This design comes from an exercise in tuning for small area, a short achievable clock period and few clock cycles on the open sky130 flow, not from production work.
Where RTL was checked, it was by simulation tests only, not by an equivalence proof against the original.
No activity file was given, so power comes from the tool's default toggle rates.

==> flow/design.v (excerpt) <==
module rope_sim_top (
    input  logic                            clk,
    input  logic                            reset,
    input  logic                            cmd_valid,
    input  logic                            cmd_op,
    input  logic signed [31:0]              cmd_x,
    input  logic signed [31:0]              cmd_y,
    output logic                            cmd_credit,
    output logic                            out_valid,
    output logic [$clog2(8)-1:0]  out_node,
    output logic signed [31:0]              out_x,
    output logic signed [31:0]              out_y,
    output logic                            out_last,
    input  logic                            out_credit
);
    localparam logic [31:0] REST   = 32'sh000A_0000;
    localparam logic [31:0] GRAV   = 32'sh0000_4CCC;
    localparam logic [31:0] BASE_X = 32'sh00C8_0000;
    localparam int          W      = 21;
    logic [2:0]  ph;         
    logic        fresh;      
    logic        act;        
    logic        pend;       
    logic [2:0]  nn;         
    logic        stp_r;      
    logic [2:0]  cc;         
    logic        p0, p1;     
    logic        v_l;        
    logic        l0;         
    logic        l1;         
    logic        v_o;        
    logic        crd_o;      
    logic [2:0]  node_o;     
    logic        last_o;
    logic        issue;
    logic        done7;
  ...
Size in the first run: roughly 3700 cells after synthesis, roughly 890 flip-flops, roughly 140 I/O pins, roughly 37000 um^2 of cells after synthesis.
clock: 11.0 ns
lec_check: 0
abc_clock_period_in_ps: 4000
cap_margin: 20
core_margin: 2
core_utilization: 55
setup_slack_margin: 5
slew_margin: 20
standard.sh (not shown) runs the stock make flow with config.mk's settings and CLKGATE_MAP_FILE= SYNTH_SCRIPT=/design/flow/synth_recipe.tcl, a recipe that flattens the netlist after the stock synthesis.
==> flow/flow/run.sh <==
#!/bin/bash
set -euo pipefail
MARGIN=6.5
bash standard.sh synth > synth.log 2>&1
sed -e "s/SETUP_SLACK_MARGIN=[0-9.]*/SETUP_SLACK_MARGIN=${MARGIN} BUFFER_PORTS_ARGS='-buffer_cell sky130_fd_sc_hd__buf_2'/" standard.sh > layout.sh
bash layout.sh finish > layout.log 2>&1
Next try:
--- a/flow/design.v
+++ b/flow/design.v
@@ -361,44 +361,30 @@
     assign ph_in = reset ? 3'd6 : ph + 3'd1;
     always_comb begin
         case (ph_in)
             3'd0:    begin x_init = W'(BASE_X >> W); y_init = W'(REST >> W); end
             3'd1:    begin x_init = BASE_X[W-1:0];   y_init = REST[W-1:0];   end
             default: begin x_init = '0;              y_init = REST[W-1:0];   end
         endcase
     end
     function automatic logic [31:0] ext(input logic uns, input logic [W-1:0] v);
         ext = {{(32-W){v[W-1] && !uns}}, v};
     endfunction
-    function automatic logic [31:0] add32(input logic [31:0] a, input logic [31:0] b);
-        logic [31:0] g, t;
-        g = a & b;
-        t = a | b;
-        for (int lv = 0; lv < 5; lv++) begin
-            for (int j = 31; j >= 0; j--) begin
-                if (j - (1 << lv) >= 0) begin
-                    g[j] = g[j] | (t[j] & g[j - (1 << lv)]);
-                    t[j] = t[j] & t[j - (1 << lv)];
-                end
-            end
-        end
-        add32 = a ^ b ^ {g[30:0], 1'b0};
-    endfunction
     function automatic logic [31:0] acc3(input logic [31:0] base, input logic [31:0] a,
                                          input logic [31:0] b);
         logic [31:0] a2, nb, s, c;
         a2 = a << 1;
         nb = ~b;
         s  = base ^ a2 ^ nb;
         c  = (base & a2) | (base & nb) | (a2 & nb);
-        acc3 = add32(s, {c[30:0], 1'b1});
+        acc3 = s + {c[30:0], 1'b1};
     endfunction
     logic [31:0] nx, ny;
     logic [31:0] nx_base, ny_base;
     always_comb begin
         if (p0) begin
             nx_base = '0;
             ny_base = '0;
         end else if (p1) begin
             nx_base = {nx[10:0], 21'd0};
             ny_base = {ny[10:0], 21'd0} | GRAV;
         end else begin
Effect: Via count stays flat. Global-route usage grows by 2.1 points. Cell count went down by a few percent. Cell area drops by a few percent. Clock skew went down by 0.025 ns. Worst hold slack improves by 0.025 ns. Routed wire length rises by a few percent. Non-clock buffer count went down by 7. Register-to-register slack hardly moves. Synthesized cell count drops by a few percent. Sequential cell count does not change. Setup slack gets better by 0.0045 ns.
Testbench counts after the change, summed over its fixed seeds: cycles 12,976.
For the first run of this note, only the layout was checked, not whether the RTL still works.


Another version of the RTL of rope_sim_top (not shown whole).
Size in the first run: ~140 I/O pins.
==> module rope_sim_top, before the edit <==
module rope_sim_top (
    input  logic                            clk,
    input  logic                            reset,
    input  logic                            cmd_valid,
    input  logic                            cmd_op,
    input  logic signed [31:0]              cmd_x,
    input  logic signed [31:0]              cmd_y,
    output logic                            cmd_credit,
    output logic                            out_valid,
    output logic [$clog2(8)-1:0]  out_node,
    output logic signed [31:0]              out_x,
    output logic signed [31:0]              out_y,
    output logic                            out_last,
    input  logic                            out_credit
);
    localparam logic [31:0] REST   = 32'sh000A_0000;
    localparam logic [31:0] GRAV   = 32'sh0000_4CCC;
    localparam logic [31:0] BASE_X = 32'sh00C8_0000;
    logic [2:0]  ph;         
    logic        act;        
    logic        pend;       
    logic [2:0]  nn;         
    logic        fresh;      
    logic        stp_r;      
    logic [2:0]  cc;         
    logic        v_l;        
    logic        l0;         
    logic        v_o;        
    logic        crd_o;      
    logic [2:0]  node_o;     
    logic        last_o;
    logic        issue;
    logic        done7;
    assign issue = act && (ph == nn) && (cc != 3'd0);
    assign done7 = issue && (nn == 3'd7);
    always_ff @(posedge clk) begin
        if (reset) begin
            ph     <= '0;
            act    <= 1'b0;
            pend   <= 1'b0;
            nn     <= '0;
            fresh  <= 1'b1;
            stp_r  <= 1'b0;
            cc     <= 3'(4);
            v_l    <= 1'b0;
            l0     <= 1'b0;
            v_o    <= 1'b0;
            crd_o  <= 1'b0;
            node_o <= '0;
            last_o <= 1'b0;
        end else begin
            ph     <= ph + 3'd1;
            stp_r  <= cmd_valid && !cmd_op;
            cc     <= cc - {2'b00, issue} + {2'b00, out_credit};
            v_l    <= issue;
            l0     <= issue && (nn == 3'd0);
            v_o    <= v_l;
            node_o <= ph - 3'd1;
            last_o <= v_l && (ph == 3'd0);
            crd_o  <= (cmd_valid && cmd_op) || (issue && (nn == 3'd0));
            if (issue) begin
                nn <= nn + 3'd1;
            end
            if (done7) begin
                fresh <= 1'b0;
            end
            if (!act) begin
                act <= stp_r;
            end else if (done7) begin
                act  <= pend || stp_r;
                pend <= 1'b0;
            end else if (stp_r) begin
                pend <= 1'b1;
            end
        end
    end
    assign cmd_credit = crd_o;
    logic [31:0] ax, ay;
    always_ff @(posedge clk) begin
        if (reset) begin
            ax <= BASE_X;
            ay <= '0;
        end else if (cmd_valid && cmd_op) begin
            ax <= cmd_x;
            ay <= cmd_y;
        end
    end
    localparam int W = 21;
    logic [W-1:0] rax [8];
    logic [W-1:0] rbx [8];
    logic [W-1:0] ray [8];
    logic [W-1:0] rby [8];
    logic [W-1:0] axh, bxh, ayh, byh;   
    logic [W-1:0] x_init, y_init;
    always_comb begin
        case (ph)
            3'd0:    begin x_init = 21'(BASE_X >> 21); y_init = 21'(REST >> 21); end
            3'd1:    begin x_init = BASE_X[20:0];      y_init = REST[20:0];      end
            default: begin x_init = '0;                y_init = REST[20:0];      end
        endcase
    end
    assign axh = fresh ? x_init : rax[0];
    assign bxh = fresh ? x_init : rbx[0];
    assign ayh = fresh ? y_init : ray[0];
    assign byh = fresh ? y_init : rby[0];
    function automatic logic [31:0] widen(input logic [2:0] p, input logic [W-1:0] v);
        if (p == 3'd0) begin
            widen = {v[10:0], 21'd0};
        end else if (p == 3'd1) begin
            widen = {11'd0, v};
        end else begin
            widen = {{(32-W){v[W-1]}}, v};
        end
    endfunction
    logic [31:0] nx, ny;
    logic [31:0] nx_base, ny_base;
    assign nx_base = (ph == 3'd0) ? 32'd0 : nx;
    assign ny_base = (ph == 3'd0) ? 32'd0 : ny;
    always_ff @(posedge clk) begin
        if (issue) begin
            nx <= nx_base + (widen(ph, axh) << 1) - widen(ph, bxh);
            ny <= ny_base + (widen(ph, ayh) << 1) - widen(ph, byh) + ((ph == 3'd1) ? GRAV : 32'd0);
        end
    end
    logic [31:0] fx, fy;
    logic        l1;        
    function automatic logic [1:0] clamp_sel(input logic [31:0] n, input logic [31:0] f);
        logic [31:0] d1, d2;
        logic [31:0] d0;
        d0 = n - f;
        d1 = n + ~f - REST;
        d2 = n + ~f + 32'd1 + REST;
        clamp_sel = {!d0[31] && !d1[31], d0[31] && d2[31]};
    endfunction
    logic [1:0]  sx, sy;
    logic [31:0] dx, dy;
    logic [31:0] fx_n, fy_n;    
    logic [W-1:0] cx, cy;       
    assign sx = clamp_sel(nx, fx);
    assign sy = clamp_sel(ny, fy);
    assign dx = nx - fx;
    assign dy = ny - fy;
    always_comb begin
        fx_n = sx[1] ? fx + REST : (sx[0] ? fx - REST : nx);
        fy_n = sy[1] ? fy + REST : (sy[0] ? fy - REST : ny);
        if (l1) begin
            cx = fx_n[W-1:0];
            cy = fy_n[W-1:0];
        end else begin
            cx = sx[1] ? REST[W-1:0] : (sx[0] ? W'(-REST) : dx[W-1:0]);
            cy = sy[1] ? REST[W-1:0] : (sy[0] ? W'(-REST) : dy[W-1:0]);
        end
    end
    always_ff @(posedge clk) begin
        l1 <= issue && (nn == 3'd1);
        if (v_l) begin
            if (l0) begin
                fx <= ax;
                fy <= ay;
            end else begin
                fx <= fx_n;
                fy <= fy_n;
            end
        end
    end
    always_ff @(posedge clk) begin
        for (int k = 0; k < 7; k++) begin
            rax[k] <= rax[k+1];
            ray[k] <= ray[k+1];
            rbx[k] <= rbx[k+1];
            rby[k] <= rby[k+1];
        end
        rbx[7] <= issue ? axh : rbx[0];
        rby[7] <= issue ? ayh : rby[0];
        rax[7] <= rax[0];
        ray[7] <= ray[0];
        if (v_l && !l0) begin
            rax[6] <= cx;
            ray[6] <= cy;
        end
        if (v_l && l1) begin
            rax[5] <= W'(fx_n[31:W]);
            ray[5] <= W'(fy_n[31:W]);
        end
    end
    assign out_valid = v_o;
    assign out_node  = node_o;
    assign out_last  = last_o;
    assign out_x     = fx;
    assign out_y     = fy;
endmodule
Settings: LEC_CHECK=0, ABC_CLOCK_PERIOD_IN_PS=4000, CAP_MARGIN=20, CORE_MARGIN=2, CORE_UTILIZATION=55, SETUP_SLACK_MARGIN=5, SLEW_MARGIN=20; clock period 11.0 ns.
run.sh (not shown) runs the stock make flow with config.mk's settings and CLKGATE_MAP_FILE= SYNTH_SCRIPT=/design/flow/synth_recipe.tcl, a recipe that flattens the netlist after the stock synthesis.
Stock flow here: none of the scripts above is used.
Edit:
--- a/flow/design.v
+++ b/flow/design.v
@@ -357,36 +357,56 @@
     assign axh = fresh ? x_init : rax[0];
     assign bxh = fresh ? x_init : rbx[0];
     assign ayh = fresh ? y_init : ray[0];
     assign byh = fresh ? y_init : rby[0];
-    function automatic logic [31:0] widen(input logic [2:0] p, input logic [W-1:0] v);
-        if (p == 3'd0) begin
+    logic p0, p1;            
+    always_ff @(posedge clk) begin
+        if (reset) begin
+            p0 <= 1'b1;
+            p1 <= 1'b0;
+        end else begin
+            p0 <= (ph == 3'd7);
+            p1 <= (ph == 3'd0);
+        end
+    end
+    function automatic logic [31:0] widen(input logic q0, input logic q1, input logic [W-1:0] v);
+        if (q0) begin
             widen = {v[10:0], 21'd0};
-        end else if (p == 3'd1) begin
+        end else if (q1) begin
             widen = {11'd0, v};
         end else begin
             widen = {{(32-W){v[W-1]}}, v};
         end
     endfunction
+    function automatic logic [31:0] acc3(input logic [31:0] base, input logic [31:0] a2,
+                                         input logic [31:0] nb);
+        logic [31:0] s, c;
+        s = base ^ a2 ^ nb;
+        c = (base & a2) | (base & nb) | (a2 & nb);
+        acc3 = s + {c[30:0], 1'b1};
+    endfunction
     logic [31:0] nx, ny;
-    logic [31:0] nx_base, ny_base;
-    assign nx_base = (ph == 3'd0) ? 32'd0 : nx;
-    assign ny_base = (ph == 3'd0) ? 32'd0 : ny;
     always_ff @(posedge clk) begin
         if (issue) begin
-            nx <= nx_base + (widen(ph, axh) << 1) - widen(ph, bxh);
-            ny <= ny_base + (widen(ph, ayh) << 1) - widen(ph, byh) + ((ph == 3'd1) ? GRAV : 32'd0);
+            nx <= acc3(p0 ? 32'd0 : nx, widen(p0, p1, axh) << 1, ~widen(p0, p1, bxh));
+            ny <= acc3(p0 ? GRAV  : ny, widen(p0, p1, ayh) << 1, ~widen(p0, p1, byh));
         end
     end
     logic [31:0] fx, fy;
     logic        l1;        
+    function automatic logic sgn(input logic [31:0] n, input logic [31:0] f, input logic [31:0] k);
+        logic [31:0] s, c, t;
+        s = n ^ ~f ^ k;
+        c = (n & ~f) | (n & k) | (~f & k);
+        t = s + {c[30:0], 1'b1};
+        sgn = t[31];
+    endfunction
     function automatic logic [1:0] clamp_sel(input logic [31:0] n, input logic [31:0] f);
-        logic [31:0] d1, d2;
-        logic [31:0] d0;
-        d0 = n - f;
-        d1 = n + ~f - REST;
-        d2 = n + ~f + 32'd1 + REST;
-        clamp_sel = {!d0[31] && !d1[31], d0[31] && d2[31]};
+        logic s0, s1, s2;
+        s0 = sgn(n, f, 32'd0);
+        s1 = sgn(n, f, 32'd0 - REST - 32'd1);
+        s2 = sgn(n, f, REST);
+        clamp_sel = {!s0 && !s1, s0 && s2};
     endfunction
     logic [1:0]  sx, sy;
     logic [31:0] dx, dy;
     logic [31:0] fx_n, fy_n;    
@@ -398,10 +418,10 @@
     always_comb begin
         fx_n = sx[1] ? fx + REST : (sx[0] ? fx - REST : nx);
         fy_n = sy[1] ? fy + REST : (sy[0] ? fy - REST : ny);
         if (l1) begin
-            cx = fx_n[W-1:0];
-            cy = fy_n[W-1:0];
+            cx = sx[1] ? (fx[W-1:0] + REST[W-1:0]) : (sx[0] ? (fx[W-1:0] - REST[W-1:0]) : nx[W-1:0]);
+            cy = sy[1] ? (fy[W-1:0] + REST[W-1:0]) : (sy[0] ? (fy[W-1:0] - REST[W-1:0]) : ny[W-1:0]);
         end else begin
             cx = sx[1] ? REST[W-1:0] : (sx[0] ? W'(-REST) : dx[W-1:0]);
             cy = sy[1] ? REST[W-1:0] : (sy[0] ? W'(-REST) : dy[W-1:0]);
         end
Effect: The new run finished clean. Via count goes up by 3.4%. Routed wire length climbs by 5.7%. Combinational power is lower by 39%. Clock skew is about the same. Total power drops by 8.4%. Clock-buffer cell count is lower by 5. Cell area came out higher by 4.3%. Hold slack is about the same. Global-route usage grows by 0.51 points. Synthesized area increases by 5.0%. Critical path depth shrinks by 10. Die area goes up by 5.0%. Worst setup slack is better by 0.10 ns. Cell count increases by 6.8%.
Function was not checked in any run of this note: the RTL went through the layout flow alone.

-- port drivers added, routing unchanged --
In the flow no input, the clock included, has a driving cell. The finished layouts below were timed again as built, in two steps.
Step 1 sets driving cells, clkbuf_16 on the clock port and buf_2 on the other inputs (assumed; they add their load-dependent delay and slew).
Step 2 also shifts input and output timing later by t, the mid clock arrival at the registers, as if the neighbouring blocks saw the same clock.
a / b / c = no drivers / after step 1 / after step 2; a / b = the first two.
| run | shift t [ns] | slack for setup (ns) | hold WS [ns] | worst setup path after step 2 |
|---|---|---|---|---|
| the first run of note 1 | 0.706 | 6.593 / 6.593 / 6.593 | 0.290 / 0.290 / 0.290 | register to register |
| the second run of note 1 | 0.695 | 6.598 / 6.598 / 6.598 | 0.314 / 0.314 / 0.314 | register to register |
| the first run of note 2 | 0.708 | 5.255 / 5.255 / 5.255 | 0.313 / 0.313 / 0.313 | register to register |
| the second run of note 2 | 0.699 | 5.357 / 5.357 / 5.357 | 0.311 / 0.311 / 0.311 | register to register |
After both steps every run listed still meets setup and hold.
